This design comes from an exercise in tuning for small area and a short achievable clock period on the open sky130 flow, not from production work. No functional check of the RTL was part of any run shown here. Power and IR drop assume default switching activity.

<file path="run.sh">
#!/bin/bash
# synth_recipe.tcl (not shown) runs the flow's synth.tcl, then flattens the netlist and writes it again
# the make line also repeats each setting of config.mk as NAME=value (left out here)
make -C /OpenROAD-flow-scripts/flow DESIGN_CONFIG=/design/flow/config.mk WORK_HOME=/design/flow/orfs CLKGATE_MAP_FILE= SYNTH_SCRIPT=/design/flow/synth_recipe.tcl finish
</file>
<file path="design.v">
`default_nettype none
package fairq_pkg;
   typedef logic [64-1:0]              data_word_t;
   typedef logic [8-1:0]              ctrl_t;
   typedef logic [$clog2(8)-1:0]      queue_idx_t;
   typedef logic [8-1:0]              queue_mask_t;
   typedef logic [19-1:0]         sram_addr_t;
   typedef logic [15:0]                            flow_count_t;
   typedef logic [15:0]                            share_t;
   typedef logic [15:0]                            window_t;
   typedef enum logic [8:0] {
      CTRL_WORD = 9'b0_0000_0001,
      WORD_1    = 9'b0_0000_0010,
      WORD_2    = 9'b0_0000_0100,
      WORD_3    = 9'b0_0000_1000,
      WORD_4    = 9'b0_0001_0000,
      WORD_5    = 9'b0_0010_0000,
      WORD_6    = 9'b0_0100_0000,
      WORD_7    = 9'b0_1000_0000,
      WAIT_EOP  = 9'b1_0000_0000
   } parse_state_t;
   function automatic window_t ones_add(input window_t a, input window_t b);
      logic [16:0] sum;
      sum = {1'b0, a} + {1'b0, b};
      ones_add = sum[15:0] + {15'b0, sum[16]};
   endfunction
endpackage
`default_nettype wire
`timescale 1ns/1ps
`default_nettype none
module fairq_header_parser (
   input  logic                    clk,
   input  logic                    reset,
   input  logic                    in_wr,
   input  fairq_pkg::ctrl_t        in_ctrl,
   input  fairq_pkg::data_word_t   in_data,
   output logic                    ev_open,
   output logic                    ev_close,
   output fairq_pkg::queue_idx_t   dst_queue,
   output logic                    header_word,
   output logic                    rewrite_word,
   output fairq_pkg::queue_idx_t   src_queue
);
   localparam logic [3:0] S_CTRL = 4'd0;
   localparam logic [3:0] S_W1   = 4'd1;
   localparam logic [3:0] S_W2   = 4'd2;
   localparam logic [3:0] S_W3   = 4'd3;
   localparam logic [3:0] S_W4   = 4'd4;
   localparam logic [3:0] S_W5   = 4'd5;
   localparam logic [3:0] S_W6   = 4'd6;
   localparam logic [3:0] S_W7   = 4'd7;
   localparam logic [3:0] S_EOP  = 4'd8;
   logic [3:0]    state;
   logic [3:0]    state_next;
   logic          single_dest;
   logic          web_port;
   logic          word_6_seen;
   logic          hdr_single;
   logic [15:0]   ether_type;
   logic [7:0]    ip_proto;
   logic [15:0]   tcp_src_port;
   logic [15:0]   tcp_dst_port;
   logic          tcp_fin;
   logic          tcp_syn;
   logic          tcp_rst;
   logic          tcp_ack;
   assign ether_type   = in_data[31:16];
   assign ip_proto     = in_data[7:0];
   assign tcp_src_port = in_data[47:32];
   assign tcp_dst_port = in_data[31:16];
   assign tcp_fin      = in_data[0];
   assign tcp_syn      = in_data[1];
   assign tcp_rst      = in_data[2];
   assign tcp_ack      = in_data[4];
   assign web_port = (tcp_src_port == 16'd80) || (tcp_src_port == 16'd5001) ||
                     (tcp_dst_port == 16'd80) || (tcp_dst_port == 16'd5001);
   assign hdr_single = (in_data[7:0] != 8'd0) &&
                       ((in_data[7:0] & (in_data[7:0] - 8'd1)) == 8'd0);
   assign header_word = in_wr && (state == S_CTRL) && (in_ctrl == 8'hFF);
   always_comb begin
      state_next = state;
      if (in_wr) begin
         case (state)
            S_CTRL: if (in_ctrl == 8'hFF) state_next = S_W1;
            S_W1:   state_next = S_W2;
            S_W2:   state_next = (ether_type == 16'h0800) ? S_W3 : S_EOP;
            S_W3:   state_next = (ip_proto == 8'd6) ? S_W4 : S_EOP;
            S_W4:   state_next = S_W5;
            S_W5:   state_next = web_port ? S_W6 : S_EOP;
            S_W6:   state_next = (tcp_ack && !tcp_syn && !tcp_fin && !tcp_rst) ? S_W7 : S_EOP;
            default: state_next = S_EOP;
         endcase
         if (state != S_CTRL && in_ctrl != 8'd0) state_next = S_CTRL;
      end
   end
   always_ff @(posedge clk) begin
      if (reset) state <= S_CTRL;
      else       state <= state_next;
   end
   always_ff @(posedge clk) begin
      if (header_word) begin
         src_queue   <= in_data[16 +: 3];
         single_dest <= hdr_single;
         dst_queue   <= {|(in_data[7:0] & 8'b1111_0000),
                         |(in_data[7:0] & 8'b1100_1100),
                         |(in_data[7:0] & 8'b1010_1010)};
      end
   end
   assign word_6_seen = in_wr && (state == S_W6) && single_dest;
   assign ev_open  = word_6_seen && tcp_syn && tcp_ack;
   assign ev_close = word_6_seen && tcp_fin;
   assign rewrite_word = in_wr && (state == S_W7);
endmodule
`default_nettype wire
`timescale 1ns/1ps
`default_nettype none
module fairq_queue_lane (
   input  logic                   clk,
   input  logic                   reset,
   input  logic                   cap_en,
   input  logic [16:0]            cap_bus,
   input  logic                   open_en,
   input  fairq_pkg::flow_count_t open_bus,
   input  logic                   close_en,
   input  fairq_pkg::flow_count_t close_bus,
   input  logic                   set_live,
   output logic                   live,
   output logic [16:0]            cap4,
   output fairq_pkg::flow_count_t open_count,
   output fairq_pkg::flow_count_t close_count
);
   always_ff @(posedge clk) begin
      if (cap_en)   cap4        <= cap_bus;
      if (open_en)  open_count  <= open_bus;
      if (close_en) close_count <= close_bus;
   end
   always_ff @(posedge clk) begin
      if (reset)         live <= 1'b0;
      else if (set_live) live <= 1'b1;
   end
endmodule
`default_nettype wire
`timescale 1ns/1ps
`default_nettype none
module fairq_window_rewriter (
   input  logic                    clk,
   input  logic                    reset,
   input  logic                    in_wr,
   input  fairq_pkg::ctrl_t        in_ctrl,
   input  fairq_pkg::data_word_t   in_data,
   input  logic                    rewrite_word,
   input  logic                    load,
   input  logic                    src_live,
   input  logic [16:0]             src_cap4,
   input  fairq_pkg::flow_count_t  src_open,
   input  fairq_pkg::flow_count_t  src_close,
   output logic                    out_wr,
   output fairq_pkg::ctrl_t        out_ctrl,
   output fairq_pkg::data_word_t   out_data
);
   localparam int STEPS = 3;
   localparam logic [2:0] LAST = 3'd5;
   logic [16:0]   flow_diff;
   logic [15:0]   flow_count;
   logic [15:0]   divisor;
   logic [15:0]   remainder;
   logic [14:0]   quotient;
   logic [2:0]    step_count;
   logic          live_s;
   logic          sat;
   logic          done;
   logic [15:0]   rem_step [STEPS+1];
   logic [14:0]   quo_step [STEPS+1];
   logic [16:0]   partial  [STEPS];
   logic [16:0]   trial    [STEPS];
   assign flow_diff  = {1'b0, src_open} - {1'b0, src_close};
   assign flow_count = (!flow_diff[16] && flow_diff[15:0] != 16'd0) ? flow_diff[15:0] : 16'd1;
   always_comb begin
      rem_step[0] = remainder;
      quo_step[0] = quotient;
      for (int i = 0; i < STEPS; i++) begin
         partial[i] = {rem_step[i], quo_step[i][14]};
         trial[i]   = partial[i] - {1'b0, divisor};
         if (!trial[i][16]) begin
            rem_step[i+1] = trial[i][15:0];
            quo_step[i+1] = {quo_step[i][13:0], 1'b1};
         end else begin
            rem_step[i+1] = partial[i][15:0];
            quo_step[i+1] = {quo_step[i][13:0], 1'b0};
         end
      end
   end
   assign done = (step_count == LAST);
   always_ff @(posedge clk) begin
      if (load) begin
         divisor    <= flow_count;
         remainder  <= {14'd0, src_cap4[16:15]};
         quotient   <= src_cap4[14:0];
         live_s     <= src_live;
         step_count <= 3'd0;
      end else if (!done) begin
         remainder  <= rem_step[STEPS];
         quotient   <= quo_step[STEPS];
         step_count <= step_count + 3'd1;
         if (step_count == 3'd0)
            sat <= (divisor[15:4] == 12'd0) && (divisor[3:0] <= {remainder[1:0], quotient[14:13]});
      end
   end
   logic [12:0]   share_lo;
   fairq_pkg::window_t new_window;
   fairq_pkg::window_t old_window;
   fairq_pkg::window_t old_checksum;
   fairq_pkg::window_t csa_sum;
   fairq_pkg::window_t csa_carry;
   fairq_pkg::window_t new_checksum;
   fairq_pkg::data_word_t data_next;
   assign share_lo   = (quotient[12:8] == 5'd0) ? 13'h100 : quotient[12:0];
   assign new_window = sat ? 16'hFFFF : {share_lo, 3'b000};
   assign old_window   = in_data[63:48];
   assign old_checksum = in_data[47:32];
   assign csa_sum      = old_window ^ old_checksum ^ new_window;
   assign csa_carry    = (~old_window & ~old_checksum) | (~old_window & new_window) |
                         (~old_checksum & new_window);
   assign new_checksum = ~fairq_pkg::ones_add(csa_sum, {csa_carry[14:0], csa_carry[15]});
   assign data_next = (rewrite_word && done && live_s) ?
                      {new_window, new_checksum, in_data[31:0]} : in_data;
   always_ff @(posedge clk) begin
      if (reset) out_wr <= 1'b0;
      else       out_wr <= in_wr;
   end
   always_ff @(posedge clk) begin
      out_ctrl <= in_ctrl;
      out_data <= data_next;
   end
endmodule
`default_nettype wire
`timescale 1ns/1ps
`default_nettype none
module fairq_top (
   input  logic                   clk,
   input  logic                   reset,
   input  logic                   in_wr,
   input  fairq_pkg::ctrl_t       in_ctrl,
   input  fairq_pkg::data_word_t  in_data,
   input  logic                   rd_dst_addr,
   input  fairq_pkg::queue_idx_t  dst_oq,
   input  fairq_pkg::sram_addr_t  dst_oq_high_addr,
   input  fairq_pkg::sram_addr_t  dst_oq_low_addr,
   output logic                   out_wr,
   output fairq_pkg::ctrl_t       out_ctrl,
   output fairq_pkg::data_word_t  out_data
);
   logic                      ev_open;
   logic                      ev_close;
   logic                      header_word;
   logic                      rewrite_word;
   fairq_pkg::queue_idx_t     src_queue;
   fairq_pkg::queue_idx_t     dst_queue;
   fairq_pkg::sram_addr_t     new_capacity;
   logic                      new_cap_nz;
   logic [8-1:0] lane_live;
   logic [16:0]               lane_cap4  [8];
   fairq_pkg::flow_count_t    lane_open  [8];
   fairq_pkg::flow_count_t    lane_close [8];
   fairq_pkg::queue_idx_t     sel_queue;
   logic                      sel_live;
   logic [16:0]               sel_cap4;
   fairq_pkg::flow_count_t    sel_open;
   fairq_pkg::flow_count_t    sel_close;
   logic                      same_queue;
   logic                      pend_open;
   logic                      pend_close;
   logic                      do_open;
   logic                      do_close;
   logic [1:0]                open_inc;
   logic [16:0]               cap_bus;
   fairq_pkg::flow_count_t    open_bus;
   fairq_pkg::flow_count_t    close_bus;
   logic                      src_change;
   logic                      load;
   fairq_header_parser u_parser (
      .clk           (clk),
      .reset         (reset),
      .in_wr         (in_wr),
      .in_ctrl       (in_ctrl),
      .in_data       (in_data),
      .ev_open       (ev_open),
      .ev_close      (ev_close),
      .dst_queue     (dst_queue),
      .header_word   (header_word),
      .rewrite_word  (rewrite_word),
      .src_queue     (src_queue)
   );
   assign same_queue = (src_queue == dst_queue);
   always_ff @(posedge clk) begin
      if (reset) begin
         pend_open  <= 1'b0;
         pend_close <= 1'b0;
      end else begin
         pend_open  <= ev_open && !same_queue;
         pend_close <= ev_close && !same_queue;
      end
   end
   assign sel_queue = (pend_open || pend_close) ? dst_queue : src_queue;
   assign sel_live  = lane_live[sel_queue];
   assign sel_cap4  = lane_cap4[sel_queue];
   assign sel_open  = lane_open[sel_queue];
   assign sel_close = lane_close[sel_queue];
   assign do_open  = pend_open || ev_open;
   assign do_close = pend_close || (ev_close && same_queue);
   assign open_inc = (!pend_open && same_queue) ? 2'd2 : 2'd1;
   assign new_capacity = dst_oq_high_addr - dst_oq_low_addr;
   assign new_cap_nz   = (new_capacity != 19'd0);
   assign cap_bus   = reset ? 17'd0 : new_capacity[18:2];
   assign open_bus  = reset ? 16'd0 : sel_open + {14'd0, open_inc};
   assign close_bus = reset ? 16'd0 : sel_close + 16'd1;
   for (genvar q = 0; q < 8; q++) begin : g_lane
      logic cap_hit, open_hit, close_hit;
      assign cap_hit   = rd_dst_addr && (dst_oq == 3'(q));
      assign open_hit  = do_open && (sel_queue == 3'(q));
      assign close_hit = do_close && (sel_queue == 3'(q));
      fairq_queue_lane u_lane (
         .clk         (clk),
         .reset       (reset),
         .cap_en      (reset || cap_hit),
         .cap_bus     (cap_bus),
         .open_en     (reset || open_hit),
         .open_bus    (open_bus),
         .close_en    (reset || close_hit),
         .close_bus   (close_bus),
         .set_live    ((cap_hit && new_cap_nz) || open_hit || close_hit),
         .live        (lane_live[q]),
         .cap4        (lane_cap4[q]),
         .open_count  (lane_open[q]),
         .close_count (lane_close[q])
      );
   end
   assign src_change = rd_dst_addr && (dst_oq == src_queue) &&
                       (sel_live ? (new_capacity[18:2] != sel_cap4) : new_cap_nz);
   always_ff @(posedge clk) begin
      load <= header_word || src_change;
   end
   fairq_window_rewriter u_rewriter (
      .clk          (clk),
      .reset        (reset),
      .in_wr        (in_wr),
      .in_ctrl      (in_ctrl),
      .in_data      (in_data),
      .rewrite_word (rewrite_word),
      .load         (load),
      .src_live     (sel_live),
      .src_cap4     (sel_cap4),
      .src_open     (sel_open),
      .src_close    (sel_close),
      .out_wr       (out_wr),
      .out_ctrl     (out_ctrl),
      .out_data     (out_data)
   );
endmodule
`default_nettype wire
</file>
<file path="config.mk">
export PLATFORM = sky130hd
export DESIGN_NAME = fairq_top
export DESIGN_NICKNAME = fairq_top
export VERILOG_FILES = /design/flow/design.v
export SDC_FILE = /design/flow/constraint.sdc
export NUM_CORES = 4
export LEC_CHECK = 0
export CAP_MARGIN = 20
export CORE_MARGIN = 2
export CORE_UTILIZATION = 40
export SETUP_SLACK_MARGIN = 3.5
export SLEW_MARGIN = 20
</file>
<file path="constraint.sdc">
create_clock -name core_clock -period 8.5 [get_ports {clk}]
set_input_delay 1.7000 -clock core_clock [delete_from_list [all_inputs] [get_ports {clk}]]
set_output_delay 1.7000 -clock core_clock [all_outputs]
set_load 0.01 [all_outputs]
</file>
==> results.ini, run 1 <==
[clock_network]
cts_max_path_buffers = 3
numCtsBuffers = 57
cts_tree = done
clock_latency_ns = 0.65
cts_root_buffer = clkbuf_16
cts.clk_slew.worst_paths_ns = 0.07
cts.sinks = 539
htreeDepth = 2

[synth]
syn_area_per_cell_um2 = 11.0
synth-seq-cells = 539
synth_cells = 2494
synthesis.area_um2 = 27400
ys_types = 86
synth_warnings = 11
synth_enable_flop_cells = 434
ys_seq_area_share_pct = 55.3
async_reset_ff_share_pct = 0
synth_fp_nets = 2744
synth-main-ff-cell = edfxtp_1

[outcome]
status = timing/DRC/antenna clean

[detailed_routing]
dr_wl_met2_mm = 40.4
wl_met3_mm = 5.33
vias = 21300
firstDrtPassIters = 7
routedWlPerCell_um = 22.1
drc = 0
finalWirelength_mm = 82.1
dr.max_layer_used = met4
via_per_inst = 5.72
drtIter0Drc = 1796
met1_length_mm = 34.4
drtAntennaViolNets = 0

[global_route]
grt_max_degree = 70
grt_remaining_overflow = 0
grt_pass1_vias = 21000
antenna_found_initial = 0
grt_pass1_wl_mm = 124
grtUsageTotal_pct = 22.7

[sta]
rsz0062_at_grt = true
period_share_pct = 83.6
hold_violations = 0
tightest_slew_ns = 1.09
setup_viol = 0
max_slew_margin_pct = 26.4
drv_slew = 0
post-route-min-period_ns = 7.11
skew_ns = 0.0462
clock.fmax_ghz = 0.141
finalSetupTns_ns = 0

[final_layout]
final_common_cell = edfxtp_1
drive_gt1_share_pct = 15.8
nNetsFinal = 3049
most-common-layout-cells = edfxtp_1, nand2_1, nor2_1, clkdlybuf4s50_1, a21oi_1
antenna_cells = 0
ff_latch_area_um2 = 15100
fill_cells = 5907
post-route-util_pct = 50.6
syn_to_final_growth_pct = 24.7
multi_input_area_um2 = 12300

[worst_hold_path]
min_path_cells = 2
hold_path.class = reg -> reg

[placement]
dp_hpwl_mm = 53.6
portBuffers = 189
place.gp.congestion = 0.866

[floorplan]
start_util_pct = 40.6
fp.dieH_um = 266
die_x_um = 266
coreArea_um2 = 67500
fp-row-count = 95
ioPinCount = 190
die-area_um2 = 70600

[worst_setup_path]
cp.arrival_ns = 7.61
crit_slowest_cell = edfxtp_1
startpoint_type = flop
critPathMaxFanout = 7
required_ns = 9.00
end_kind = flop
cpPeakStageDelay_ns = 0.41
cpMostUsedCell = a21o_1
rr_worst_depth = 37
path_class = reg -> reg

[pwr]
total_power_mw = 14.6
leakage_nw = 13.0
power_density_nw_per_um2 = 426
max-vdd-ir-drop_mv = 0.810

[job]
maxCapViolations = 0

==> cell families after synthesis <==
| family | Yosys count | share of synthesized area [%] |
|---|---|---|
| xor gates and xnor gates | 131 | 4.33 |
| muxes | 58 | 2.33 |
| buffers and inverters | 233 | 3.25 |
| and+or+nand+nor | 774 | 13.1 |
| DFF | 539 | 55.3 |
| adders and majority gates | 135 | 6.78 |
| AOI/OAI and AO/OA | 624 | 15.0 |
==> Yosys cell counts (all sizes together), types with 47 or more instances <==
library cell / count / area (um2)
o21ai: 158 / 791
dfxtp: 105 / 2100
edfxtp: 434 / 13000
nor3: 53 / 270
clkbuf: 80 / 300
a21oi: 155 / 776
nor2: 206 / 773
inv: 133 / 499
xor2: 47 / 430
nand3: 58 / 290
nand2: 269 / 1010
ha: 110 / 1380
xnor2: 84 / 754
==> sequential cells by signal, indices dropped and copies added (netlist names) <==
signal / cells
u_rewriter.remainder: 16
load: 1
u_rewriter.out_ctrl: 8
u_rewriter.step_count: 3
u_rewriter.sat: 1
u_rewriter.out_wr: 1
g_lane.u_lane.cap4: 136
g_lane.u_lane.open_count: 128
u_parser.state: 4
u_rewriter.live_s: 1
g_lane.u_lane.live: 8
u_parser.single_dest: 1
pend_close: 1
pend_open: 1
g_lane.u_lane.close_count: 128
u_parser.src_queue: 3
u_rewriter.quotient: 15
u_rewriter.out_data: 64
u_parser.dst_queue: 3
u_rewriter.divisor: 16
==> final cells by class <==
type	count	share of cell area [%]
Multi-Input combinational cell	1728	36.1
Tap cell	873	3.20
Clock inverter	32	1.01
Inverter	133	1.49
Sequential cell	539	44.3
Clock buffer	76	4.53
Timing Repair Buffer	340	9.34
==> report_power, final <==
part           total, mW  leakage [nW]  switching [mW]  internal [mW]
registers           3.38          5.23           0.132           3.25
logic               8.65          6.82            4.29           4.36
clock network       2.53         0.913            1.08           1.44
==> critical path: cells and delay by family, from the launching register on <==
kind,cells,cell delay [ns]
xor+xnor,2,0.40
buf+inv,8,0.96
simple gates,5,0.91
mux,2,0.64
flops,1,0.41
fa+ha+maj,4,1.03
compound gates,16,2.60
==> through the flow <==
stage	setup WS [ns]	area [um2]	hold slack, ns	std cells
after floorplan	1.67	27600	0.443	2494
after global placement	0.496	30700	0.472	3513
after detailed placement	0.314	30700	0.482	3513
after CTS	1.45	33600	0.493	3683
after global routing	1.11	34200	0.513	3721
final	1.39	34200	0.493	3721
==> repair_timing <==
item	CTS	global route
buffers inserted	55	36
gates resized for setup	142	71
pin swaps	62	35
setup endpoints to repair	115	58
gates cloned	7	1
endpoints found under the hold margin	0	0
hold buffers	0	0
==> final timing paths <==
check	start	endpoint	slack, ns
max	u_rewriter.quotient[14]	u_rewriter.remainder[11]	1.39
min	u_rewriter.remainder[6]	u_rewriter.remainder[6]	0.49
max reg2reg	u_rewriter.quotient[14]	u_rewriter.remainder[11]	1.39
min reg2reg	u_rewriter.remainder[6]	u_rewriter.remainder[6]	0.49
==> per-layer routing <==
metal	GRT usage [%]	up-vias
li1	-	9878
met5	0	-
met2	38.9	719
met3	3.23	133
met4	6.50	0
met1	30.0	10500
==> run 2, diff against run 1 <==
--- a/config.mk
+++ b/config.mk
@@ -10,3 +10,3 @@
 export CORE_UTILIZATION = 40
-export SETUP_SLACK_MARGIN = 3.5
+export SETUP_SLACK_MARGIN = 5
 export SLEW_MARGIN = 20
==> run 2 against run 1 <==
Fmax shrank 0.15%. Die area unchanged. Hold slack about the same. Non-clock buffer count increased by 217. Worst setup slack got worse by 0.011 ns. Critical path depth shrank 1. Area after synthesis is the same. First-iteration DRC count is 10% higher. Clock power up 2%. Register-to-register slack about the same.
==> results.ini, run 2 <==
[global_route]
grt_pass1_vias = 22400  ; was 21000
grtUsageTotal_pct = 25.0  ; was 22.7%
grt_remaining_overflow = 0  ; unchanged
antenna_found_initial = 2  ; was 0
grt_pass1_wl_mm = 135  ; was 124 mm
grt_max_degree = 55  ; was 70

[final_layout]
nNetsFinal = 3265  ; was 3049
largest_register_ffs = 136  ; unchanged
most-common-layout-cells = edfxtp_1, buf_4, nand2_1, nor2_1, clkdlybuf4s50_1  ; was edfxtp_1, nand2_1, nor2_1, clkdlybuf4s50_1, a21oi_1
drive_gt1_share_pct = 30.6  ; was 15.8%
layout.cells.non_filler = 3937  ; was 3721
largestRegisters = g_lane.u_lane.cap4: 136 flops, g_lane.u_lane.close_count: 128 flops, g_lane.u_lane.open_count: 128 flops  ; unchanged
largest-register = g_lane.u_lane.cap4  ; unchanged
syn_to_final_growth_pct = 40.9  ; was 24.7%
final_common_cell = edfxtp_1  ; unchanged
antenna_cells = 0  ; unchanged
final_area_um2 = 38600  ; was 34200 um2
post-route-util_pct = 57.2  ; was 50.6%

[sta]
rsz0062_at_grt = true  ; unchanged
setup_slack_ns = 1.38  ; was 1.39 ns
drv_slew = 0  ; unchanged
period_share_pct = 83.8  ; was 83.6%
hold_violations = 0  ; unchanged
max_slew_margin_pct = 27.7  ; was 26.4%
hold_ws_ns = 0.493  ; about the same
tightest_slew_ns = 1.08  ; was 1.09 ns
post-route-min-period_ns = 7.12  ; was 7.11 ns
setup_viol = 0  ; unchanged
finalSetupTns_ns = 0  ; unchanged
clock.fmax_ghz = 0.140  ; was 0.141 GHz
skew_ns = 0.0695  ; was 0.0462 ns

[synth]
synth-seq-cells = 539  ; unchanged
syn_area_per_cell_um2 = 11.0  ; unchanged
synth_common_cells = edfxtp_1, nand2_1, nor2_1, a21oi_1, o21ai_0  ; unchanged
synthesis.area_um2 = 27400  ; unchanged
ys_types = 86  ; unchanged
synth_enable_flop_cells = 434  ; unchanged
synth_warnings = 11  ; unchanged
yosys.area.top_type = edfxtp_1  ; unchanged
synthTopCellsByArea = edfxtp_1, dfxtp_1, ha_1  ; unchanged
synth_most_common_cell = edfxtp_1  ; unchanged
synth-main-ff-cell = edfxtp_1  ; unchanged
async_reset_ff_share_pct = 0  ; unchanged
synth_top_cell_area_share_pct = 47.6  ; unchanged
ys_seq_area_share_pct = 55.3  ; unchanged
synth_fp_nets = 2744  ; unchanged
synth_cells = 2494  ; unchanged

[detailed_routing]
routedWlPerCell_um = 23.3  ; was 22.1 um
finalWirelength_mm = 91.8  ; was 82.1 mm
firstDrtPassIters = 5  ; was 7
drtIter0Drc = 1978  ; was 1796
drtAntennaViolNets = 0  ; unchanged
via_per_inst = 5.79  ; was 5.72
drc = 0  ; unchanged
vias = 22800  ; was 21300

[floorplan]
die-area_um2 = 70600  ; unchanged
die_x_um = 266  ; unchanged
fp-row-count = 95  ; unchanged
coreArea_um2 = 67500  ; unchanged
start_util_pct = 40.6  ; unchanged
ioPinCount = 190  ; unchanged
fp.dieH_um = 266  ; unchanged

[clock_network]
clock_latency_ns = 0.67  ; was 0.65 ns
cts.clk_slew.worst_paths_ns = 0.06  ; was 0.07 ns
cts.sinks = 539  ; unchanged
numCtsBuffers = 58  ; was 57
cts_max_path_buffers = 3  ; unchanged
cts_root_buffer = clkbuf_16  ; unchanged
htreeDepth = 2  ; unchanged
cts_tree = done  ; unchanged

[worst_hold_path]
min_path_cells = 2  ; unchanged
min_to = u_rewriter.remainder[8]  ; was u_rewriter.remainder[6]
min-delay-start = u_rewriter.remainder[8]  ; was u_rewriter.remainder[6]
hold_path.class = reg -> reg  ; unchanged

[pwr]
power_density_nw_per_um2 = 395  ; was 426 nW/um2
leakage_nw = 14.9  ; was 13.0 nW
max-vdd-ir-drop_mv = 0.614  ; was 0.810 mV
total_power_mw = 15.2  ; was 14.6 mW

[worst_setup_path]
cp.arrival_ns = 7.62  ; was 7.61 ns
cpPeakStageDelay_ns = 0.41  ; about the same
startpoint_type = flop  ; unchanged
path_class = reg -> reg  ; unchanged
rr_worst_depth = 36  ; was 37
crit_slowest_cell = edfxtp_1  ; unchanged
critPathMaxFanout = 8  ; was 7
end_kind = flop  ; unchanged
rr_startpoint = u_rewriter.quotient[14]  ; unchanged
reg2reg_slack_ns = 1.38  ; was 1.39 ns
required_ns = 9.00  ; about the same
worstReg2RegEnd = u_rewriter.remainder[11]  ; unchanged
cpMostUsedCell = a21o_1  ; unchanged

[placement]
dp_hpwl_mm = 54.8  ; was 53.6 mm
portBuffers = 189  ; unchanged
dpl-instance-area_um2 = 31100  ; was 30700 um2
place_ws_ns = 0.409  ; was 0.314 ns
place_inst = 3509  ; was 3513
place.gp.congestion = 0.877  ; was 0.866

[outcome]
status = timing/DRC/antenna clean  ; unchanged

[job]
maxCapViolations = 0  ; unchanged

[run 2: layout make-up]
class / count / area, um2
fill: 5378 / 28900
sequential: 539 / 15100
multi-input combinational: 1726 / 14300
timing repair buffer: 557 / 5610
clock buffer: 78 / 1620
tap: 873 / 1090
inverter: 133 / 534
clock inverter: 31 / 335
[run 2: how the worst max path moves through the flow]
stage / start / to / slack [ns] / cells past startpoint
after floorplan: u_rewriter.quotient[14] / u_rewriter.remainder[0] / 1.67 / 34
after global placement: u_rewriter.quotient[14] / u_rewriter.remainder[1] / 0.46 / 31
after detailed placement: u_rewriter.quotient[14] / u_rewriter.remainder[1] / 0.41 / 31
after CTS: u_rewriter.quotient[14] / u_rewriter.remainder[1] / 1.46 / 34
after global routing: u_rewriter.quotient[14] / u_rewriter.remainder[11] / 1.05 / 36
final: u_rewriter.quotient[14] / u_rewriter.remainder[11] / 1.38 / 36
[run 2: power by group]
group          leakage (nW)  internal, mW  switching [mW]  total (mW)
registers              5.23          3.25           0.132        3.38
clock network         0.952          1.49            1.10        2.59
logic                  8.69          4.84            4.43        9.27
[run 2: what timing repair did]
item | CTS | global route
gates cloned | 16 | 2
endpoints found under the setup margin | 684 | 494
hold buffers | 0 | 0
buffers inserted | 245 | 56
pin swaps | 181 | 124
gates resized for setup | 479 | 183
[run 2: kinds of logic after synthesis]
family / after synthesis / share of synthesized area [%]
fa+ha+maj: 135 / 6.78
xor+xnor: 131 / 4.33
mux: 58 / 2.33
flops: 539 / 55.3
simple gates: 774 / 13.1
compound gates: 624 / 15.0
buf+inv: 233 / 3.25
[run 2: layer usage]
| layer | up-vias | GRT usage [%] | wire length (um) |
|---|---|---|---|
| li1 | 10300 | - | - |
| met1 | 11300 | 32.3 | 37000 |
| met2 | 957 | 42.4 | 44400 |
| met3 | 224 | 4.09 | 6930 |
| met4 | 4 | 9.25 | 3440 |
| met5 | - | 0 | 24 |
[run 2: critical path: cells and delay by family (launching register included)]
family                   cells  cell delay (ns)
adder cells (fa/ha/maj)      4             1.04
AND/OR/NAND/NOR              4             0.81
flip-flops                   1             0.41
buffers and inverters        8             0.94
AO/OA/AOI/OAI               16             2.87
XOR/XNOR                     2             0.32
multiplexers                 2             0.62
==> run 3, diff against run 2 <==
--- a/design.v
+++ b/design.v
@@ -123,4 +123,4 @@
    input  fairq_pkg::flow_count_t open_bus,
-   input  logic                   close_en,
-   input  fairq_pkg::flow_count_t close_bus,
+   input  logic                   diff_en,
+   input  fairq_pkg::flow_count_t diff_bus,
    input  logic                   set_live,
@@ -129,8 +129,8 @@
    output fairq_pkg::flow_count_t open_count,
-   output fairq_pkg::flow_count_t close_count
+   output fairq_pkg::flow_count_t flow_diff
 );
    always_ff @(posedge clk) begin
-      if (cap_en)   cap4        <= cap_bus;
-      if (open_en)  open_count  <= open_bus;
-      if (close_en) close_count <= close_bus;
+      if (cap_en)  cap4       <= cap_bus;
+      if (open_en) open_count <= open_bus;
+      if (diff_en) flow_diff  <= diff_bus;
    end
@@ -155,3 +155,3 @@
    input  fairq_pkg::flow_count_t  src_open,
-   input  fairq_pkg::flow_count_t  src_close,
+   input  fairq_pkg::flow_count_t  src_diff,
    output logic                    out_wr,
@@ -160,9 +160,14 @@
 );
-   localparam int STEPS = 3;
    localparam logic [2:0] LAST = 3'd5;
-   logic [16:0]   flow_diff;
-   logic [15:0]   flow_count;
+   logic          diff_ok;
+   logic          sat_d;
+   logic [4:0]    p12;
+   logic          q12_d;
+   logic [4:0]    r1;
+   logic [5:0]    p11;
+   logic          q11_d;
+   logic [5:0]    r2;
    logic [15:0]   divisor;
    logic [15:0]   remainder;
-   logic [14:0]   quotient;
+   logic [12:0]   quotient;
    logic [2:0]    step_count;
@@ -171,23 +176,25 @@
    logic          done;
-   logic [15:0]   rem_step [STEPS+1];
-   logic [14:0]   quo_step [STEPS+1];
-   logic [16:0]   partial  [STEPS];
-   logic [16:0]   trial    [STEPS];
-   assign flow_diff  = {1'b0, src_open} - {1'b0, src_close};
-   assign flow_count = (!flow_diff[16] && flow_diff[15:0] != 16'd0) ? flow_diff[15:0] : 16'd1;
-   always_comb begin
-      rem_step[0] = remainder;
-      quo_step[0] = quotient;
-      for (int i = 0; i < STEPS; i++) begin
-         partial[i] = {rem_step[i], quo_step[i][14]};
-         trial[i]   = partial[i] - {1'b0, divisor};
-         if (!trial[i][16]) begin
-            rem_step[i+1] = trial[i][15:0];
-            quo_step[i+1] = {quo_step[i][13:0], 1'b1};
-         end else begin
-            rem_step[i+1] = partial[i][15:0];
-            quo_step[i+1] = {quo_step[i][13:0], 1'b0};
-         end
-      end
-   end
+   logic [16:0]   part_a;
+   logic          ge_a;
+   logic [15:0]   rem_a;
+   logic [16:0]   part_b;
+   logic          ge_b;
+   logic [15:0]   rem_b;
+   logic [16:0]   part_c;
+   logic          q0;
+   logic [12:0]   share_q;
+   assign diff_ok = (src_diff != 16'd0) && (src_diff <= src_open);
+   assign sat_d = (src_diff[15:4] == 12'd0) && (src_diff[3:0] <= src_cap4[16:13]);
+   assign p12   = src_cap4[16:12];
+   assign q12_d = (src_diff[15:5] == 11'd0) && (p12 >= src_diff[4:0]);
+   assign r1    = q12_d ? (p12 - src_diff[4:0]) : p12;
+   assign p11   = {r1, src_cap4[11]};
+   assign q11_d = (src_diff[15:6] == 10'd0) && (p11 >= src_diff[5:0]);
+   assign r2    = q11_d ? (p11 - src_diff[5:0]) : p11;
+   assign part_a = {remainder, quotient[12]};
+   assign ge_a   = (part_a >= {1'b0, divisor});
+   assign rem_a  = ge_a ? 16'(part_a - {1'b0, divisor}) : part_a[15:0];
+   assign part_b = {rem_a, quotient[11]};
+   assign ge_b   = (part_b >= {1'b0, divisor});
+   assign rem_b  = ge_b ? 16'(part_b - {1'b0, divisor}) : part_b[15:0];
    assign done = (step_count == LAST);
@@ -195,15 +202,24 @@
       if (load) begin
-         divisor    <= flow_count;
-         remainder  <= {14'd0, src_cap4[16:15]};
-         quotient   <= src_cap4[14:0];
          live_s     <= src_live;
          step_count <= 3'd0;
+         if (diff_ok) begin
+            divisor   <= src_diff;
+            sat       <= sat_d;
+            remainder <= {10'd0, r2};
+            quotient  <= {src_cap4[10:0], q12_d, q11_d};
+         end else begin
+            divisor   <= 16'd1;
+            sat       <= (src_cap4[16:13] != 4'd0);
+            remainder <= 16'd0;
+            quotient  <= {src_cap4[10:0], src_cap4[12:11]};
+         end
       end else if (!done) begin
-         remainder  <= rem_step[STEPS];
-         quotient   <= quo_step[STEPS];
+         remainder  <= rem_b;
+         quotient   <= {quotient[10:0], ge_a, ge_b};
          step_count <= step_count + 3'd1;
-         if (step_count == 3'd0)
-            sat <= (divisor[15:4] == 12'd0) && (divisor[3:0] <= {remainder[1:0], quotient[14:13]});
       end
    end
+   assign part_c  = {remainder, quotient[12]};
+   assign q0      = (part_c >= {1'b0, divisor});
+   assign share_q = {quotient[11:0], q0};
    logic [12:0]   share_lo;
@@ -216,3 +232,3 @@
    fairq_pkg::data_word_t data_next;
-   assign share_lo   = (quotient[12:8] == 5'd0) ? 13'h100 : quotient[12:0];
+   assign share_lo   = (share_q[12:8] == 5'd0) ? 13'h100 : share_q;
    assign new_window = sat ? 16'hFFFF : {share_lo, 3'b000};
@@ -263,3 +279,3 @@
    fairq_pkg::flow_count_t    lane_open  [8];
-   fairq_pkg::flow_count_t    lane_close [8];
+   fairq_pkg::flow_count_t    lane_diff  [8];
    fairq_pkg::queue_idx_t     sel_queue;
@@ -268,3 +284,3 @@
    fairq_pkg::flow_count_t    sel_open;
-   fairq_pkg::flow_count_t    sel_close;
+   fairq_pkg::flow_count_t    sel_diff;
    logic                      same_queue;
@@ -274,6 +290,10 @@
    logic                      do_close;
-   logic [1:0]                open_inc;
+   logic                      open_two;
    logic [16:0]               cap_bus;
    fairq_pkg::flow_count_t    open_bus;
-   fairq_pkg::flow_count_t    close_bus;
+   fairq_pkg::flow_count_t    diff_bus;
+   fairq_pkg::flow_count_t    diff_dec;
+   fairq_pkg::flow_count_t    diff_inc;
+   fairq_pkg::flow_count_t    diff_inc2;
+   fairq_pkg::flow_count_t    diff_next;
    logic                      src_change;
@@ -307,6 +327,6 @@
    assign sel_open  = lane_open[sel_queue];
-   assign sel_close = lane_close[sel_queue];
+   assign sel_diff  = lane_diff[sel_queue];
    assign do_open  = pend_open || ev_open;
    assign do_close = pend_close || (ev_close && same_queue);
-   assign open_inc = (!pend_open && same_queue) ? 2'd2 : 2'd1;
+   assign open_two = !pend_open && !pend_close && same_queue;
    assign new_capacity = dst_oq_high_addr - dst_oq_low_addr;
@@ -314,4 +334,12 @@
    assign cap_bus   = reset ? 17'd0 : new_capacity[18:2];
-   assign open_bus  = reset ? 16'd0 : sel_open + {14'd0, open_inc};
-   assign close_bus = reset ? 16'd0 : sel_close + 16'd1;
+   assign open_bus  = reset ? 16'd0 : sel_open + {14'd0, open_two, !open_two};
+   assign diff_dec  = sel_diff - 16'd1;
+   assign diff_inc  = sel_diff + 16'd1;
+   assign diff_inc2 = sel_diff + 16'd2;
+   always_comb begin
+      if (do_open && do_close) diff_next = open_two ? diff_inc : sel_diff;
+      else if (do_open)        diff_next = open_two ? diff_inc2 : diff_inc;
+      else                     diff_next = diff_dec;
+   end
+   assign diff_bus = reset ? 16'd0 : diff_next;
    for (genvar q = 0; q < 8; q++) begin : g_lane
@@ -328,4 +356,4 @@
          .open_bus    (open_bus),
-         .close_en    (reset || close_hit),
-         .close_bus   (close_bus),
+         .diff_en     (reset || open_hit || close_hit),
+         .diff_bus    (diff_bus),
          .set_live    ((cap_hit && new_cap_nz) || open_hit || close_hit),
@@ -334,3 +362,3 @@
          .open_count  (lane_open[q]),
-         .close_count (lane_close[q])
+         .flow_diff   (lane_diff[q])
       );
@@ -353,3 +381,3 @@
       .src_open     (sel_open),
-      .src_close    (sel_close),
+      .src_diff     (sel_diff),
       .out_wr       (out_wr),
--- a/config.mk
+++ b/config.mk
@@ -10,3 +10,3 @@
 export CORE_UTILIZATION = 40
-export SETUP_SLACK_MARGIN = 5
+export SETUP_SLACK_MARGIN = 4
 export SLEW_MARGIN = 20
==> run 3 against run 2 <==
Worst setup slack improved by 1.4 ns. Count of clock-buffer cells in the layout increased by 6. Highest routed layer unchanged. Critical path type unchanged. Area after synthesis increased by 0.27%. Hold slack improved by 0.018 ns. Sequential cell count decreased by 2. Sequential power about the same. Combinational power decreased by 59%. Global-route usage about the same. Wire length increased by 0.18%. Sequential share of layout area increased by 2.5 points.
==> results.ini, run 3 <==
[worst_setup_path]
cpPeakStageDelay_ns = 0.53  ; was 0.41 ns
startpoint_type = flop  ; unchanged
end_kind = flop  ; unchanged
crit_slowest_cell = fa_1  ; was edfxtp_1
path_class = reg -> reg  ; unchanged
required_ns = 9.01  ; was 9.00 ns
critPathMaxFanout = 2  ; was 8
cpMostUsedCell = ha_4  ; was a21o_1
crit_family = compound AO/OA/AOI/OAI gates  ; unchanged
crit_buf_inv = 3  ; was 8
cp.arrival_ns = 6.22  ; was 7.62 ns

[synth]
async_reset_ff_share_pct = 0  ; unchanged
synth-main-ff-cell = edfxtp_1  ; unchanged
synth_enable_flop_cells = 446  ; was 434
synth_warnings = 7  ; was 11
synthTopCellsByArea = edfxtp_1, dfxtp_1, ha_1  ; unchanged
synthesis.area_um2 = 27500  ; was 27400 um2
synth-seq-cells = 537  ; was 539
synth_cells = 2406  ; was 2494
synth_common_cells = edfxtp_1, nor2_1, nand2_1, a21oi_1, o21ai_0  ; was edfxtp_1, nand2_1, nor2_1, a21oi_1, o21ai_0
synth_most_common_cell = edfxtp_1  ; unchanged
synth_fp_nets = 2654  ; was 2744
synth_top_cell_area_share_pct = 48.8  ; was 47.6%
ys_seq_area_share_pct = 55.4  ; was 55.3%
yosys.area.top_type = edfxtp_1  ; unchanged
ys_types = 99  ; was 86
syn_area_per_cell_um2 = 11.4  ; was 11.0 um2

[floorplan]
fp.dieH_um = 266  ; about the same
start_util_pct = 40.2  ; was 40.6%
die_x_um = 266  ; about the same
ioPinCount = 190  ; unchanged
die-area_um2 = 70800  ; was 70600 um2
coreArea_um2 = 68300  ; was 67500 um2
fp-row-count = 96  ; was 95

[sta]
setup_viol = 0  ; unchanged
finalSetupTns_ns = 0  ; unchanged
period_share_pct = 67.2  ; was 83.8%
skew_ns = 0.0412  ; was 0.0695 ns
tightest_slew_ns = 1.06  ; was 1.08 ns
max_slew_margin_pct = 28.1  ; was 27.7%
rsz0062_at_grt = true  ; unchanged
hold_violations = 0  ; unchanged
drv_slew = 0  ; unchanged
clock.fmax_ghz = 0.175  ; was 0.140 GHz
setup_slack_ns = 2.79  ; was 1.38 ns
post-route-min-period_ns = 5.71  ; was 7.12 ns

[clock_network]
cts_max_path_buffers = 3  ; unchanged
cts_root_buffer = clkbuf_16  ; unchanged
numCtsBuffers = 58  ; unchanged
cts.sinks = 537  ; was 539
cts_hold_buffers = 0  ; unchanged
cts.clk_slew.worst_paths_ns = 0.06  ; about the same
cts_tree = done  ; unchanged
clock_latency_ns = 0.67  ; about the same
htreeDepth = 2  ; unchanged

[outcome]
status = timing/DRC/antenna clean  ; unchanged

[global_route]
grt_max_degree = 62  ; was 55
grt_remaining_overflow = 0  ; unchanged
antenna_found_initial = 2  ; unchanged
grtUsageTotal_pct = 25.1  ; was 25.0%
grt_pass1_vias = 21600  ; was 22400
grt_pass1_wl_mm = 134  ; was 135 mm

[detailed_routing]
finalWirelength_mm = 92.0  ; was 91.8 mm
via_per_inst = 5.89  ; was 5.79
routedWlPerCell_um = 24.3  ; was 23.3 um
drtAntennaViolNets = 0  ; unchanged
vias = 22300  ; was 22800
firstDrtPassIters = 5  ; unchanged
drtIter0Drc = 2225  ; was 1978
drc = 0  ; unchanged

[final_layout]
most-common-layout-cells = edfxtp_1, buf_4, nand2_1, nor2_1, clkdlybuf4s50_1  ; unchanged
multi_input_area_um2 = 13000  ; was 14300 um2
final_common_cell = edfxtp_1  ; unchanged
fill_cells = 5754  ; was 5378
largest-register = g_lane.u_lane.cap4  ; unchanged
syn_to_final_growth_pct = 32.7  ; was 40.9%
largest_register_ffs = 136  ; unchanged
antenna_cells = 0  ; unchanged
post-route-util_pct = 53.3  ; was 57.2%
largestRegisters = g_lane.u_lane.cap4: 136 flops, g_lane.u_lane.flow_diff: 128 flops, g_lane.u_lane.open_count: 128 flops  ; was g_lane.u_lane.cap4: 136 flops, g_lane.u_lane.close_count: 128 flops, g_lane.u_lane.open_count: 128 flops
nNetsFinal = 3104  ; was 3265
ff_latch_area_um2 = 15200  ; was 15100 um2
drive_gt1_share_pct = 24.9  ; was 30.6%

[worst_hold_path]
hold_path.class = reg -> reg  ; unchanged

[placement]
dp_hpwl_mm = 56.1  ; was 54.8 mm
place.gp.congestion = 0.900  ; was 0.877
place_ws_ns = 1.78  ; was 0.409 ns
portBuffers = 189  ; unchanged

[pwr]
power_density_nw_per_um2 = 265  ; was 395 nW/um2
max-vdd-ir-drop_mv = 0.246  ; was 0.614 mV
leakage_nw = 13.8  ; was 14.9 nW

[job]
maxCapViolations = 0  ; unchanged

## run 3: cell count changes in the layout (fill, tap and decap cells not counted), sizes merged, moves of 15 or more
| cell | before | now |
|---|---|---|
| nand2 | 273 | 192 |
| buf | 367 | 292 |
| clkdlybuf4s50 | 133 | 180 |
| dlygate4sd2 | 26 | 0 |
| a21o | 31 | 53 |
| o21ai | 158 | 137 |
| a21oi | 155 | 172 |
| nand3 | 58 | 41 |
| nor3 | 53 | 37 |
| a311oi | 18 | 3 |
| and3 | 24 | 9 |
| o22a | 17 | 2 |
## run 3: worst reg2reg max path, delay by kind of cell, from the launching register on
family,cells,cell delay (ns)
xor+xnor,1,0.11
flops,1,0.44
buf+inv,3,0.41
fa+ha+maj,4,1.23
compound gates,13,2.28
simple gates,7,1.09
## run 3: cell type report
type                            count  share of cell area, %
Sequential cell                   537                   41.8
Multi-Input combinational cell   1645                   35.7
Timing Repair Buffer              489                   13.0
Clock buffer                       84                   4.53
Tap cell                          882                   3.03
Inverter                          125                   1.33
Clock inverter                     22                  0.635
## run 3: repair_timing
action                     in CTS  in global routing
setup buffers                 176                 60
pin swaps                     101                111
cloned                         13                  0
gates resized for setup       213                197
setup endpoints to repair     284                177
## run 3: logic make-up (layout without fill, tap and decap cells)
family,after synthesis,in the layout,synth area share [%]
AOI/OAI and AO/OA,641,641,15.5
xor gates and xnor gates,124,124,3.95
adders and majority gates,134,134,6.71
buffers and inverters,228,720,3.57
DFF,537,537,55.4
muxes,55,56,2.21
and+or+nand+nor,687,690,12.6
## run 3: through the flow
stage               area (um2)  instances  total power [mW]  hold WS (ns)
floorplan                27700       2406              5.37         0.481
finish                   36500       3784              9.65         0.511
global placement         30500       3429              5.96         0.492
detailed placement       30500       3429              6.00         0.499
CTS                      35100       3724              9.06         0.504
global route             36500       3784              10.1         0.540
## run 3: path summary, 6_finish.rpt
check / slack [ns] / depth (start not counted) / startpoint / end
max: 2.79 / 28 / u_rewriter.divisor[1] / u_rewriter.out_data[45]
min: 0.51 / 2 / u_rewriter.step_count[2] / u_rewriter.step_count[2]
max reg2reg: 2.79 / 28 / u_rewriter.divisor[1] / u_rewriter.out_data[45]
min reg2reg: 0.51 / 2 / u_rewriter.step_count[2] / u_rewriter.step_count[2]
## run 3: power breakdown
group	total [mW]	internal [mW]	switching [mW]
combinational	3.80	1.85	1.95
sequential	3.35	3.23	0.116
clock	2.50	1.42	1.08
total	9.65	6.50	3.14
## run 3: per-layer routing
layer  track usage (%)  up-vias  part of all wire (%)
li1                  -     9928                     -
met1              34.5    11100                    42
met2              39.2     1056                    45
met3              4.57      214                   8.3
met4              10.1        2                   4.3
met5                 0        -                 0.014
==> run 4, diff against run 3 <==
--- a/config.mk
+++ b/config.mk
@@ -10,3 +10,3 @@
 export CORE_UTILIZATION = 40
-export SETUP_SLACK_MARGIN = 4
+export SETUP_SLACK_MARGIN = 2
 export SLEW_MARGIN = 20
==> run 4 against run 3 <==
Sequential share of layout area increased by 4.9 points. Sequential cell count is the same. Largest cell class unchanged. Hold slack better by 0.013 ns. Clock power barely moved. Count of clock-buffer cells in the layout decreased by 4. Still clean. Fmax fell by 7.3%. Cell count decreased by 5.7%. Worst setup slack worse by 0.45 ns. Area after synthesis did not move. Critical path depth is 3 lower. Via count fell by 6.9%. Clock skew rose by 0.0064 ns.
==> results.ini, run 4 <==
[pwr]
total_power_mw = 8.47  ; was 9.65 mW
max-vdd-ir-drop_mv = 0.155  ; was 0.246 mV
power_density_nw_per_um2 = 259  ; was 265 nW/um2
leakage_nw = 12.2  ; was 13.8 nW

[job]
maxCapViolations = 0  ; unchanged

[sta]
hold_violations = 0  ; unchanged
drv_slew = 0  ; unchanged
skew_ns = 0.0477  ; was 0.0412 ns
period_share_pct = 72.4  ; was 67.2%
post-route-min-period_ns = 6.16  ; was 5.71 ns
max_slew_margin_pct = 25.2  ; was 28.1%
setup_viol = 0  ; unchanged
clock.fmax_ghz = 0.162  ; was 0.175 GHz
rsz0062_at_grt = false  ; was true
finalSetupTns_ns = 0  ; unchanged
tightest_slew_ns = 1.11  ; was 1.06 ns

[worst_setup_path]
crit_buf_inv = 2  ; was 3
crit_family = compound AO/OA/AOI/OAI gates  ; unchanged
path_class = reg -> reg  ; unchanged
cpPeakStageDelay_ns = 0.45  ; was 0.53 ns
critPathMaxFanout = 25  ; was 2
cpMostUsedCell = a21o_1  ; was ha_4
startpoint_type = flop  ; unchanged
end_kind = flop  ; unchanged
required_ns = 8.86  ; was 9.01 ns
crit_slowest_cell = or2_2  ; was fa_1
cp.arrival_ns = 6.52  ; was 6.22 ns

[global_route]
antenna_found_initial = 0  ; was 2
grt_remaining_overflow = 0  ; unchanged
grt_pass1_vias = 20000  ; was 21600
grt_pass1_wl_mm = 124  ; was 134 mm
grt_max_degree = 55  ; was 62
grtUsageTotal_pct = 23.1  ; was 25.1%

[final_layout]
largest-register = g_lane.u_lane.cap4  ; unchanged
nNetsFinal = 2885  ; was 3104
largest_register_ffs = 136  ; unchanged
final_area_um2 = 32600  ; was 36500 um2
post-route-util_pct = 47.8  ; was 53.3%
drive_gt1_share_pct = 11.0  ; was 24.9%
largestRegisters = g_lane.u_lane.cap4: 136 flops, g_lane.u_lane.flow_diff: 128 flops, g_lane.u_lane.open_count: 128 flops  ; unchanged
syn_to_final_growth_pct = 18.8  ; was 32.7%
final_common_cell = edfxtp_1  ; unchanged
most-common-layout-cells = edfxtp_1, nor2_1, clkdlybuf4s50_1, nand2_1, a21oi_1  ; was edfxtp_1, buf_4, nand2_1, nor2_1, clkdlybuf4s50_1
layout.cells.non_filler = 3568  ; was 3784

[detailed_routing]
drtAntennaViolNets = 0  ; unchanged
drc = 0  ; unchanged
via_per_inst = 5.81  ; was 5.89
drtIter0Drc = 1864  ; was 2225
routedWlPerCell_um = 23.4  ; was 24.3 um
firstDrtPassIters = 5  ; unchanged
finalWirelength_mm = 83.3  ; was 92.0 mm
vias = 20700  ; was 22300

[synth]
syn_area_per_cell_um2 = 11.4  ; unchanged
synth_cells = 2406  ; unchanged
ys_types = 99  ; unchanged
async_reset_ff_share_pct = 0  ; unchanged
ys_seq_area_share_pct = 55.4  ; unchanged
synthesis.area_um2 = 27500  ; unchanged
synth_warnings = 7  ; unchanged
yosys.area.top_type = edfxtp_1  ; unchanged
synth_most_common_cell = edfxtp_1  ; unchanged
synth_common_cells = edfxtp_1, nor2_1, nand2_1, a21oi_1, o21ai_0  ; unchanged
synth_enable_flop_cells = 446  ; unchanged
synth_fp_nets = 2654  ; unchanged
synth-seq-cells = 537  ; unchanged
synth_top_cell_area_share_pct = 48.8  ; unchanged
synth-main-ff-cell = edfxtp_1  ; unchanged
synthTopCellsByArea = edfxtp_1, dfxtp_1, ha_1  ; unchanged

[floorplan]
coreArea_um2 = 68300  ; unchanged
die-area_um2 = 70800  ; unchanged
start_util_pct = 40.2  ; unchanged
ioPinCount = 190  ; unchanged
die_x_um = 266  ; unchanged
fp-row-count = 96  ; unchanged
fp.dieH_um = 266  ; unchanged

[clock_network]
cts_tree = done  ; unchanged
cts_max_path_buffers = 3  ; unchanged
cts.sinks = 537  ; unchanged
cts_hold_buffers = 0  ; unchanged
cts_root_buffer = clkbuf_16  ; unchanged
htreeDepth = 2  ; unchanged
numCtsBuffers = 57  ; was 58
clock_latency_ns = 0.65  ; was 0.67 ns
cts.clk_slew.worst_paths_ns = 0.06  ; about the same

[placement]
place_inst = 3434  ; was 3429
dpl-instance-area_um2 = 30400  ; was 30500 um2
place.gp.congestion = 0.919  ; was 0.900
dp_hpwl_mm = 56.5  ; was 56.1 mm
portBuffers = 189  ; unchanged

[outcome]
status = timing/DRC/antenna clean  ; unchanged

[worst_hold_path]
hold_path.class = reg -> reg  ; unchanged

[run 4: cell counts after synthesis]
Identical to the previous run, type by type.
[run 4: final timing paths]
path,start,depth (start not counted),slack (ns),endpoint
setup / recovery,pend_open,25,2.34,u_rewriter.remainder[5]
hold / removal,g_lane[0].u_lane.live,2,0.52,g_lane[0].u_lane.live
setup reg to reg,pend_open,25,2.34,u_rewriter.remainder[5]
hold reg to reg,g_lane[0].u_lane.live,2,0.52,g_lane[0].u_lane.live
[run 4: routing by layer]
metal / global-route usage [%] / routed length, um / up-vias / share of wire (%)
li1: - / - / 9473 / -
met4: 7.26 / 2630 / 0 / 3.2
met1: 32.2 / 36300 / 10200 / 44
met2: 36.5 / 38100 / 861 / 46
met5: 0 / 0 / - / 0
met3: 4.16 / 6370 / 183 / 7.6
[run 4: final cells by class]
type	instances	area [um2]
multi-input combinational	1641	11400
inverter	125	469
timing repair buffer	275	2540
fill	6063	35700
tap	882	1100
antenna	1	2.50
clock buffer	80	1640
clock inverter	27	240
sequential	537	15200
[run 4: logic make-up after synthesis]
| family | Yosys count | share of synthesized area, % |
|---|---|---|
| flops | 537 | 55.4 |
| mux | 55 | 2.21 |
| compound gates | 641 | 15.5 |
| xor+xnor | 124 | 3.95 |
| simple gates | 687 | 12.6 |
| fa+ha+maj | 134 | 6.71 |
| buf+inv | 228 | 3.57 |
[run 4: worst reg2reg max path: cells and delay by family (launching register included)]
kind	cells	cell delay, ns
and+or+nand+nor	9	1.74
muxes	1	0.36
buffers and inverters	2	0.44
DFF	1	0.44
AOI/OAI and AO/OA	11	2.20
adders and majority gates	2	0.73
[run 4: what timing repair did]
| action | in CTS | in global routing |
|---|---|---|
| hold endpoints to repair | 0 | 0 |
| setup buffers | 0 | 26 |
| resized for setup | 8 | 20 |
| endpoints found under the setup margin | 10 | 15 |
| pin swaps | 0 | 7 |
[run 4: metrics by stage]
| stage | setup slack (ns) | hold WS, ns |
|---|---|---|
| after floorplan | 2.41 | 0.481 |
| after global placement | 1.54 | 0.492 |
| after detailed placement | 1.47 | 0.509 |
| after CTS | 2.03 | 0.524 |
| after global routing | 1.98 | 0.558 |
| final | 2.34 | 0.524 |
[run 4: power by group]
part | internal (mW) | switching (mW)
clock network | 1.41 | 1.06
logic | 1.14 | 1.52
registers | 3.23 | 0.109

==> re-timing with driven ports <==
The results above use ideal ports. As a check the final layouts listed here were re-extracted and re-timed, cells and wires unchanged. Step 1 (the two cells are an assumption about what drives the block):
set clk [get_ports {clk}]
set_driving_cell -lib_cell sky130_fd_sc_hd__clkbuf_16 $clk
set_driving_cell -lib_cell sky130_fd_sc_hd__buf_2 [delete_from_list [all_inputs] $clk]
Step 2 times the ports against the registers' clock, not the clock port: input delays grow and output delays shrink by t, the midpoint of the rising clock arrivals with the driver on. a / b / c = no drivers / after step 1 / after step 2; a / b = the first two.
run | t, ns | setup WS [ns] | hold WS [ns] | latest minus earliest clock arrival (ns)
run 1 | 0.693 | 1.391 / 1.391 / 1.391 | 0.493 / 0.493 / 0.493 | 0.046 / 0.046
run 2 | 0.694 | 1.381 / 1.381 / 1.381 | 0.493 / 0.493 / 0.493 | 0.071 / 0.071
run 3 | 0.714 | 2.792 / 2.792 / 2.250 | 0.511 / 0.511 / 0.511 | 0.041 / 0.041
run 4 | 0.695 | 2.343 / 2.343 / 2.004 | 0.524 / 0.524 / 0.524 | 0.048 / 0.047
After both steps setup and hold are still met in every run listed. For run 3, which loses most, drivers alone change the setup slack by 0.000 ns; drivers and shift together by -0.542 ns.
